Source: an optimization exercise on an open RTL-to-GDS flow (aim: small area, a short achievable clock period and few clock cycles per item). Production flows keep margins and buffers that such runs may drop. At most, simulation tests tie the RTL to the original design; equivalence was not proved. Power is estimated from default activity; no workload was simulated.

## TR
==> module symbol_decider, before the edit <==
module symbol_decider (
    input  logic        sys_clk,
    input  logic        rst_n,
    input  logic        push,
    input  logic        push_bit,
    output logic [1:0]  qv,
    output logic        pop,
    output logic        symbol,
    output logic        symbol_valid,
    input  logic        symbol_ready
);
    logic [1:0] qd;
    logic [1:0] nv;
    logic [1:0] nd;
    assign pop          = qv[0] && symbol_ready;
    assign symbol       = qd[0];
    assign symbol_valid = qv[0];
    always_comb begin
        nv = pop ? {1'b0, qv[1]} : qv;
        nd = pop ? {qd[1], qd[1]} : qd;
        if (push) begin
            if (!nv[0]) nd[0] = push_bit;
            else        nd[1] = push_bit;
            nv = {nv[0], 1'b1};
        end
    end
    always_ff @(posedge sys_clk or negedge rst_n) begin
        if (!rst_n) qv <= '0;
        else        qv <= nv;
    end
    always_ff @(posedge sys_clk) begin
        qd <= nd;
    end
endmodule
==> module fsk_demod, before the edit <==
module fsk_demod (
    input  logic         sys_clk,
    input  logic         rst_n,
    input  logic [15:0]  sample_in,       
    input  logic         sample_valid,
    output logic         sample_ready,
    output logic         symbol,          
    output logic         symbol_valid,
    input  logic         symbol_ready
);
    localparam int W = 24;
    logic       rdy;
    logic       take;
    logic [7:0] phase;
    logic [7:0] q1;           
    logic       p7;           
    logic [7:0] s1;
    logic       l1;
    assign sample_ready = rdy;
    assign take         = sample_valid && rdy;
    assign phase = sample_in[15:8];
    always_ff @(posedge sys_clk) begin
        q1 <= phase[7] ? 8'd0 - phase : phase;
        p7 <= phase[7];
        s1 <= sample_in[7:0] & {8{take}};
    end
    logic       newlast;      
    assign newlast = take && (phase == 8'hFF);
    always_ff @(posedge sys_clk or negedge rst_n) begin
        if (!rst_n) l1 <= 1'b0;
        else        l1 <= newlast;
    end
    logic signed [8:0] dhalf;
    logic [8:0]        se;
    logic [3:0]        neg_n, one_n, two_n;
    logic [3:0]        neg2, one2, two2;
    logic [8:0]        d2;
    logic              l2;
    tone_ref_lookup u_lookup (.q(q1[6:0]), .dref(dhalf));
    always_comb begin
        se = {s1, 1'b0};
        for (int i = 0; i < 4; i++) begin
            neg_n[i] = se[2*i+2];
            one_n[i] = se[2*i+1] ^ se[2*i];
            two_n[i] = (se[2*i+2] & ~se[2*i+1] & ~se[2*i]) | (~se[2*i+2] & se[2*i+1] & se[2*i]);
        end
    end
    always_ff @(posedge sys_clk) begin
        d2   <= q1[7] ? 9'd0 : dhalf;       
        neg2 <= neg_n ^ {4{p7}};
        one2 <= one_n;
        two2 <= two_n;
    end
    logic [W-1:0] acc_s, acc_c;
    logic [W-1:0] nx_s, nx_c;
    logic         run;        
    logic         l3;         
    logic         flush;      
    fsk_mac u_mac (
        .neg (neg2),
        .one (one2),
        .two (two2),
        .d   (d2),
        .sm  (acc_s | ~{W{run}}),
        .cm  (acc_c & {W{run}}),
        .nx0 (nx_s),
        .nx1 (nx_c)
    );
    always_ff @(posedge sys_clk) begin
        acc_s <= nx_s;
        acc_c <= nx_c;
    end
    always_ff @(posedge sys_clk or negedge rst_n) begin
        if (!rst_n) begin
            l2      <= 1'b0;
            l3      <= 1'b0;
            flush   <= 1'b1;
            run     <= 1'b0;
        end else begin
            l2      <= l1;
            l3      <= l2;
            flush   <= 1'b0;
            run     <= !(l2 || flush);
        end
    end
    logic [W-1:0] total;
    logic         dec;        
    logic         l4;
    assign total = acc_s + acc_c;
    always_ff @(posedge sys_clk) begin
        dec <= !total[W-1];
    end
    always_ff @(posedge sys_clk or negedge rst_n) begin
        if (!rst_n) l4 <= 1'b0;
        else        l4 <= l3;
    end
    logic [1:0] qv;
    logic       pop;
    symbol_decider u_queue (
        .sys_clk      (sys_clk),
        .rst_n        (rst_n),
        .push         (l4),
        .push_bit     (dec),
        .qv           (qv),
        .pop          (pop),
        .symbol       (symbol),
        .symbol_valid (symbol_valid),
        .symbol_ready (symbol_ready)
    );
    logic [5:0] ends;
    logic       at_most_one;
    assign ends = {newlast, l1, l2, l3, l4, pop ? qv[1] : qv[0]};
    always_comb begin
        at_most_one = 1'b1;
        for (int i = 0; i < 6; i++)
            for (int j = i + 1; j < 6; j++)
                if (ends[i] && ends[j]) at_most_one = 1'b0;
    end
    always_ff @(posedge sys_clk or negedge rst_n) begin
        if (!rst_n) rdy <= 1'b0;
        else        rdy <= (pop || !qv[1]) && at_most_one;
    end
endmodule
==> flow/config.mk <==
export PLATFORM = sky130hd
export DESIGN_NAME = fsk_demod
export DESIGN_NICKNAME = fsk_demod
export VERILOG_FILES = /design/flow/design.v
export SDC_FILE = /design/flow/constraint.sdc
export NUM_CORES = 4
export LEC_CHECK = 0
export CAP_MARGIN = 20
export CORE_MARGIN = 2
export CORE_UTILIZATION = 40
export SETUP_SLACK_MARGIN = 3.5
export SLEW_MARGIN = 20
==> flow/constraint.sdc <==
create_clock -name core_clock -period 6.0 [get_ports {sys_clk}]
set_input_delay 1.2000 -clock core_clock [delete_from_list [all_inputs] [get_ports {sys_clk}]]
set_output_delay 1.2000 -clock core_clock [all_outputs]
set_load 0.01 [all_outputs]
standard.sh (not shown) runs the stock make flow with config.mk's settings and CLKGATE_MAP_FILE= SYNTH_SCRIPT=/design/flow/synth_recipe.tcl, a recipe that flattens the netlist after the stock synthesis.
==> flow/flow/run.sh <==
#!/bin/bash
# Own flow: the standard layout, with two changes.
#  1. Synthesis: the standard script, except that synth's "fine" step skips its quick abc
#     (so extract_fa sees the RTL's adders unscrambled) and the final abc uses an area
#     script with deepsyn (flow/abc_deep.script). The result is used only when it holds
#     exactly the standard synthesis's registers (names and cell types); otherwise the
#     standard synthesis is kept.
#  2. Port buffers are plain buffers (BUFFER_PORTS_ARGS) instead of the delay cells the
#     resizer picks by default.
# Every tool's output goes to a log file of its own in this folder.
set -u
W=$PWD
F=$W/flow
R=$W/orfs/results/$FLOW_PLATFORM/fsk_demod/base
PORTS='BUFFER_PORTS_ARGS=-buffer_cell sky130_fd_sc_hd__buf_4'

bash standard.sh synth > $W/log_standard_synth.txt 2>&1 || { echo "standard synth failed"; exit 1; }
cp $R/1_2_yosys.v $W/standard_1_2_yosys.v

# modified copy of ORFS's synth.tcl and of the standard flow's synthesis script
mkdir -p $W/mysynth
sed -e 's|^\(\s*synth -top $::env(DESIGN_NAME) -run fine: {\*}$synth_full_args\)|\1 -noabc|' \
    -e "s|^source \$::env(SCRIPTS_DIR)/synth_preamble.tcl|&\nset abc_args [lreplace \$abc_args 1 1 $F/abc_deep.script]|" \
    $FLOW_HOME/scripts/synth.tcl > $W/mysynth/synth.tcl
sed "s|source \$::env(SCRIPTS_DIR)/synth.tcl|source $W/mysynth/synth.tcl|" $W/synth_recipe.tcl > $W/mysynth/synth_recipe.tcl

if make -C $FLOW_HOME DESIGN_CONFIG=$W/config.mk WORK_HOME=$W/mysynth/orfs CLKGATE_MAP_FILE= \
     SYNTH_SCRIPT=$W/mysynth/synth_recipe.tcl synth > $W/log_my_synth.txt 2>&1; then
  M=$W/mysynth/orfs/results/$FLOW_PLATFORM/fsk_demod/base/1_2_yosys.v
  if python3 $F/regcmp.py $W/standard_1_2_yosys.v $M > $W/log_regcmp.txt 2>&1; then
    cp $M $R/1_2_yosys.v
    rm -f $R/1_synth.odb $R/1_synth.sdc
    echo "using the modified synthesis"
  else
    echo "registers differ: keeping the standard synthesis"
  fi
else
  echo "modified synthesis failed: keeping the standard synthesis"
fi

bash standard.sh "$PORTS" finish > $W/log_standard_finish.txt 2>&1 || { echo "layout failed"; exit 1; }
test -f $W/out/final.def
Other scripts of this flow, unchanged in this note and not shown: flow/flow/abc_deep.script, flow/flow/regcmp.py
Testbench counts of TR, summed over its fixed seeds: cycles 65,576, items 65,536.
Relative to TR, the following input files were edited for JK:
--- a/flow/design.v
+++ b/flow/design.v
@@ -407,23 +407,24 @@
     input  logic        push,
     input  logic        push_bit,
-    output logic [1:0]  qv,
-    output logic        pop,
+    output logic [2:0]  qv,
     output logic        symbol,
     output logic        symbol_valid,
     input  logic        symbol_ready
 );
-    logic [1:0] qd;
-    logic [1:0] nv;
-    logic [1:0] nd;
+    logic [2:0] qd;
+    logic [2:0] nv;
+    logic [2:0] nd;
+    logic       pop;
     assign pop          = qv[0] && symbol_ready;
     assign symbol       = qd[0];
     assign symbol_valid = qv[0];
     always_comb begin
-        nv = pop ? {1'b0, qv[1]} : qv;
-        nd = pop ? {qd[1], qd[1]} : qd;
+        nv = pop ? {1'b0, qv[2:1]} : qv;
+        nd = pop ? {qd[2], qd[2:1]} : qd;
         if (push) begin
-            if (!nv[0]) nd[0] = push_bit;
-            else        nd[1] = push_bit;
-            nv = {nv[0], 1'b1};
+            if (!nv[0])      nd[0] = push_bit;
+            else if (!nv[1]) nd[1] = push_bit;
+            else             nd[2] = push_bit;
+            nv = {nv[1:0], 1'b1};
         end
     end
@@ -449,23 +450,18 @@
     logic       rdy;
     logic       take;
-    logic [7:0] phase;
-    logic [7:0] q1;           
-    logic       p7;           
+    logic [7:0] ph1;
     logic [7:0] s1;
     logic       l1;
     assign sample_ready = rdy;
     assign take         = sample_valid && rdy;
-    assign phase = sample_in[15:8];
     always_ff @(posedge sys_clk) begin
-        q1 <= phase[7] ? 8'd0 - phase : phase;
-        p7 <= phase[7];
-        s1 <= sample_in[7:0] & {8{take}};
+        ph1 <= sample_in[15:8];
+        s1  <= sample_in[7:0] & {8{take}};
     end
-    logic       newlast;      
-    assign newlast = take && (phase == 8'hFF);
     always_ff @(posedge sys_clk or negedge rst_n) begin
         if (!rst_n) l1 <= 1'b0;
-        else        l1 <= newlast;
+        else        l1 <= take && (sample_in[15:8] == 8'hFF);
     end
+    logic [7:0]        fold;       
     logic signed [8:0] dhalf;
     logic [8:0]        se;
@@ -474,5 +470,6 @@
     logic [8:0]        d2;
     logic              l2;
-    tone_ref_lookup u_lookup (.q(q1[6:0]), .dref(dhalf));
+    assign fold = ph1[7] ? 8'd0 - ph1 : ph1;
+    tone_ref_lookup u_lookup (.q(fold[6:0]), .dref(dhalf));
     always_comb begin
         se = {s1, 1'b0};
@@ -484,6 +481,6 @@
     end
     always_ff @(posedge sys_clk) begin
-        d2   <= q1[7] ? 9'd0 : dhalf;       
-        neg2 <= neg_n ^ {4{p7}};
+        d2   <= fold[7] ? 9'd0 : dhalf;     
+        neg2 <= neg_n ^ {4{ph1[7]}};
         one2 <= one_n;
         two2 <= two_n;
@@ -532,6 +529,5 @@
         else        l4 <= l3;
     end
-    logic [1:0] qv;
-    logic       pop;
+    logic [2:0] qv;
     symbol_decider u_queue (
         .sys_clk      (sys_clk),
@@ -540,21 +536,20 @@
         .push_bit     (dec),
         .qv           (qv),
-        .pop          (pop),
         .symbol       (symbol),
         .symbol_valid (symbol_valid),
         .symbol_ready (symbol_ready)
     );
-    logic [5:0] ends;
+    logic [4:0] ends;
     logic       at_most_one;
-    assign ends = {newlast, l1, l2, l3, l4, pop ? qv[1] : qv[0]};
+    assign ends = {qv[0], l1, l2, l3, l4};
     always_comb begin
         at_most_one = 1'b1;
-        for (int i = 0; i < 6; i++)
-            for (int j = i + 1; j < 6; j++)
+        for (int i = 0; i < 5; i++)
+            for (int j = i + 1; j < 5; j++)
                 if (ends[i] && ends[j]) at_most_one = 1'b0;
     end
     always_ff @(posedge sys_clk or negedge rst_n) begin
         if (!rst_n) rdy <= 1'b0;
-        else        rdy <= (pop || !qv[1]) && at_most_one;
+        else        rdy <= !qv[1] && at_most_one;
     end
 endmodule
Results
Leakage power, JK vs TR: up by a few percent. Diff TR -> JK: number of ordinary and repair buffers in the finished layout increased about 60%; synthesis-to-finish area growth increased by 4.5 points relative to the old numbers. Taking TR as the reference, in JK switching power as a share of total power has increased; post-route worst setup slack now smaller; utilization moved up. Across both runs, largest stage delay on the critical path was higher for JK than for TR. Compared with TR, JK shows a final critical delay including setup and external delays that is 0.011 ns higher. Every run (JK and TR) finished clean. JK: clock buffer count in the final layout 3 below TR. TR → JK: first-pass GRT wire length neither gained nor lost much; actual transition at the worst max-transition pin +0.092 ns; number of standard cells after synthesis went up 8. Diff JK..TR | worst hold path cell count | unchanged.
Only the layout flow was run in JK; the RTL was not checked for function there.

afterwards: timing with drivers on the ports:
The flow's constraints put no driver on any port. The routed layouts listed below were extracted and timed again, unchanged, in two steps. Step 1: set_driving_cell puts a clkbuf_16 on sys_clk and a buf_2 on each other input, an assumption about the parent block. Step 2, shift: input delay + t, output delay - t, t = (earliest + latest rising clock arrival at the registers) / 2. This alone moves slack from input paths to output paths. Three values: ideal ports, drivers, drivers and shift; two values: the first two.
| run | shift t [ns] | slack for setup (ns) | latest minus earliest clock arrival (ns) | worst data-port slew with drivers (ns) | cell pins on the clock port's net |
|---|---|---|---|---|---|
| TR | 0.386 | 3.531 / 3.531 / 3.302 | 0.008 / 0.009 | 0.04 | 1 |
| JK | 0.387 | 3.520 / 3.520 / 3.495 | 0.016 / 0.017 | 0.04 | 1 |
After both steps every run listed still meets setup and hold. The setup slack of TR, which loses most, moves by 0.000 ns with the drivers and by -0.229 ns with both steps.
